This design comes from an exercise in tuning for small area, a short achievable clock period and few clock cycles per item on the open sky130 flow, not from production work. Function was checked by simulation only, so behaviour that the tests miss may differ from the original.

## two_phase_lock_table_with_deadlock_check_core
module two_phase_lock_table_with_deadlock_check_core #(
  parameter int TXN_SLOTS    = tpl_pkg::TxnSlotsDef,
  parameter int LOCK_ENTRIES = tpl_pkg::LockEntriesDef,
  parameter int KEY_BITS     = tpl_pkg::KeyBitsDef
) (
  input  logic          clk_i,
  input  logic          rst_ni,
  input  logic          start_i,
  output logic          busy_o,
  input  logic [38:0]   req_i,
  output logic          done_o,
  output logic [9:0]    rsp_o,
  input  logic          psel,
  input  logic          penable,
  input  logic          pwrite,
  input  logic [2:0]    paddr,
  input  logic [31:0]   pwdata,
  output logic [31:0]   prdata,
  output logic          pready
);
Size: roughly 24000 cells after synthesis, about 4000 flip-flops, roughly 130 I/O pins.
export LEC_CHECK = 0
export ABC_AREA = 1
export CAP_MARGIN = 30
export CORE_MARGIN = 2
export CORE_UTILIZATION = 40
export SETUP_SLACK_MARGIN = 4.3
export SLEW_MARGIN = 20
create_clock -name core_clock -period 9.0 [get_ports {clk_i}]
run.sh (not shown) runs the stock make flow with config.mk's settings and CLKGATE_MAP_FILE= SYNTH_SCRIPT=/design/flow/synth_recipe.tcl, a recipe that flattens the netlist after the stock synthesis.
The baseline produced a clean layout.
Testbench counts at the start, summed over its fixed seeds: cycles 12,603, items 12,000.
==> next run, changes <==
PLACE_DENSITY = 0.45   (was unset)
SETUP_SLACK_MARGIN = 4.5   (was 4.3)
Fmax rose by 4.2%.
Core utilization grows by 0.50 points.
Cell count barely changes.
Cell area goes up by 1.0%.
Non-clock buffer count climbs by 26.
Sequential share of layout area shrinks by 0.40 points.
Setup slack improves by 0.21 ns.
Flip-flop and latch count is unchanged.
Clock skew is about the same.

* * *

Setup of old:
Another version of the RTL of two_phase_lock_table_with_deadlock_check_core (not shown whole).
For scale: about 23000 cells after synthesis, roughly 4000 flip-flops.
clock: 9.0 ns
lec_check: 0
abc_area: 1
cap_margin: 30
core_margin: 2
core_utilization: 40
cts_buf_list: sky130_fd_sc_hd__clkbuf_8
cts_cluster_diameter: 80
cts_cluster_size: 30
place_density: 0.5
setup_slack_margin: 4.5
slew_margin: 20
Stage in which a tool error killed old: global routing (5_1_grt).
Testbench counts of old, summed over its fixed seeds: cycles 12,603, items 12,000.
> inputs changed (old -> new)
-- flow/config.mk --
<<< old, line 10
export CORE_MARGIN = 2
export CORE_UTILIZATION = 40
export CTS_BUF_LIST = sky130_fd_sc_hd__clkbuf_8
export CTS_CLUSTER_DIAMETER = 80
export CTS_CLUSTER_SIZE = 30
export PLACE_DENSITY = 0.5
export SETUP_SLACK_MARGIN = 4.5
export SLEW_MARGIN = 20
>>> new, line 10
export CORE_MARGIN = 2
export CORE_UTILIZATION = 40
export SETUP_SLACK_MARGIN = 4
export SLEW_MARGIN = 20
Findings:
Fraction of the mapped netlist area in compound gates came out exactly the same in old and new. old and new ended up with nearly the same die height. NOTE: post-detailed-placement cell area in new falls short of that of old. Looking only at H-tree depth, and setting everything else aside, the higher value of old and new goes to new. Both conditions hold for new: the flow ran to the end and the final layout passed the timing, design-rule and antenna checks. Post-CTS setup repair buffer count (new vs. old) decreases by more than half. The number of resized instances in the post-cts repair step number comes out higher for old vs new. For the number of buffers added by the clock tree synthesis step, new came in 219 higher than old did. [compare] base=old new=new: post-DP HPWL dropped about 5%, worst-case setup slack after placement went up, number of clock sinks held steady, number of placed cells counting well taps decreased about 0.5%.

* * *

two_phase_lock_table_with_deadlock_check_core again, from the RTL that the note above started with.
## two_phase_lock_table_with_deadlock_check_core
module two_phase_lock_table_with_deadlock_check_core #(
  parameter int TXN_SLOTS    = tpl_pkg::TxnSlotsDef,
  parameter int LOCK_ENTRIES = tpl_pkg::LockEntriesDef,
  parameter int KEY_BITS     = tpl_pkg::KeyBitsDef
) (
  input  logic          clk_i,
  input  logic          rst_ni,
  input  logic          start_i,
  output logic          busy_o,
  input  logic [38:0]   req_i,
  output logic          done_o,
  output logic [9:0]    rsp_o,
  input  logic          psel,
  input  logic          penable,
  input  logic          pwrite,
  input  logic [2:0]    paddr,
  input  logic [31:0]   pwdata,
  output logic [31:0]   prdata,
  output logic          pready
);
clock: 9.0 ns
lec_check: 0
abc_area: 1
cap_margin: 30
core_margin: 2
core_utilization: 40
cts_cluster_diameter: 80
cts_cluster_size: 30
place_density: 0.5
setup_slack_margin: 4.2
slew_margin: 20
The first run did not get past global routing.
Testbench counts at the start, summed over its fixed seeds: cycles 12,603, items 12,000.
Next try:
--- a/flow/config.mk
+++ b/flow/config.mk
@@ -12,4 +12,2 @@
-export CTS_CLUSTER_DIAMETER = 80
-export CTS_CLUSTER_SIZE = 30
-export PLACE_DENSITY = 0.5
-export SETUP_SLACK_MARGIN = 4.2
+export PLACE_DENSITY = 0.45
+export SETUP_SLACK_MARGIN = 4.5
=> This time the run completed without violations. Synthesized area is unchanged. Synthesized cell count is unchanged.

* * *

Another version of the RTL of two_phase_lock_table_with_deadlock_check_core (not shown whole).
Size in the first run: about 22,000 cells after synthesis.
clock: 9.0 ns
lec_check: 0
abc_area: 1
cap_margin: 30
core_margin: 2
core_utilization: 40
setup_slack_margin: 4
slew_margin: 20
Testbench counts at the start, summed over its fixed seeds: cycles 12,603, items 12,000.
Next try:
--- a/flow/config.mk
+++ b/flow/config.mk
@@ -10,4 +10,7 @@
 export CORE_MARGIN = 2
-export CORE_UTILIZATION = 40
-export SETUP_SLACK_MARGIN = 4
+export CORE_UTILIZATION = 60
+export CTS_BUF_LIST = sky130_fd_sc_hd__clkbuf_8
+export CTS_CLUSTER_DIAMETER = 80
+export CTS_CLUSTER_SIZE = 30
+export SETUP_SLACK_MARGIN = 4.5
 export SLEW_MARGIN = 20
With this change the flow failed in global routing (GRT-0116).
Synthesized cell count does not change.
Area after synthesis is unchanged.

port drivers added, routing unchanged:
No port has a modelled driver above. Below, the same layouts with a new extraction and two added sets of constraints. Step 1 assumes that a clkbuf_16 drives the clock port and a buf_2 every other input. Step 2 moves the port delays by t, midway between the first and last clock arrival at a register: inputs arrive t later, outputs are due t later. That takes back most of the time a late clock gives input paths. Slacks: ideal ports / drivers / drivers and shift; pairs: ideal ports / drivers.
run	t (ns)	setup slack, ns	worst setup path at the end	slew at the worst register clock pin (ns)	pins driven straight from the clock port
the first run of note 1	1.218	3.762 / 3.762 / 2.990	input to register	0.08 / 0.08	1
the second run of note 1	1.222	3.975 / 3.975 / 3.232	input to register	0.07 / 0.07	1
new	1.212	3.481 / 3.481 / 2.821	input to register	0.08 / 0.08	1
the second run of note 3	1.178	3.958 / 3.958 / 3.293	input to register	0.08 / 0.08	1
the first run of note 4	1.198	3.545 / 3.545 / 2.975	input to register	0.08 / 0.08	1
After both steps every run listed still meets setup and hold. The setup slack of the first run of note 1, which loses most, moves by 0.000 ns with the drivers and by -0.772 ns with both steps.
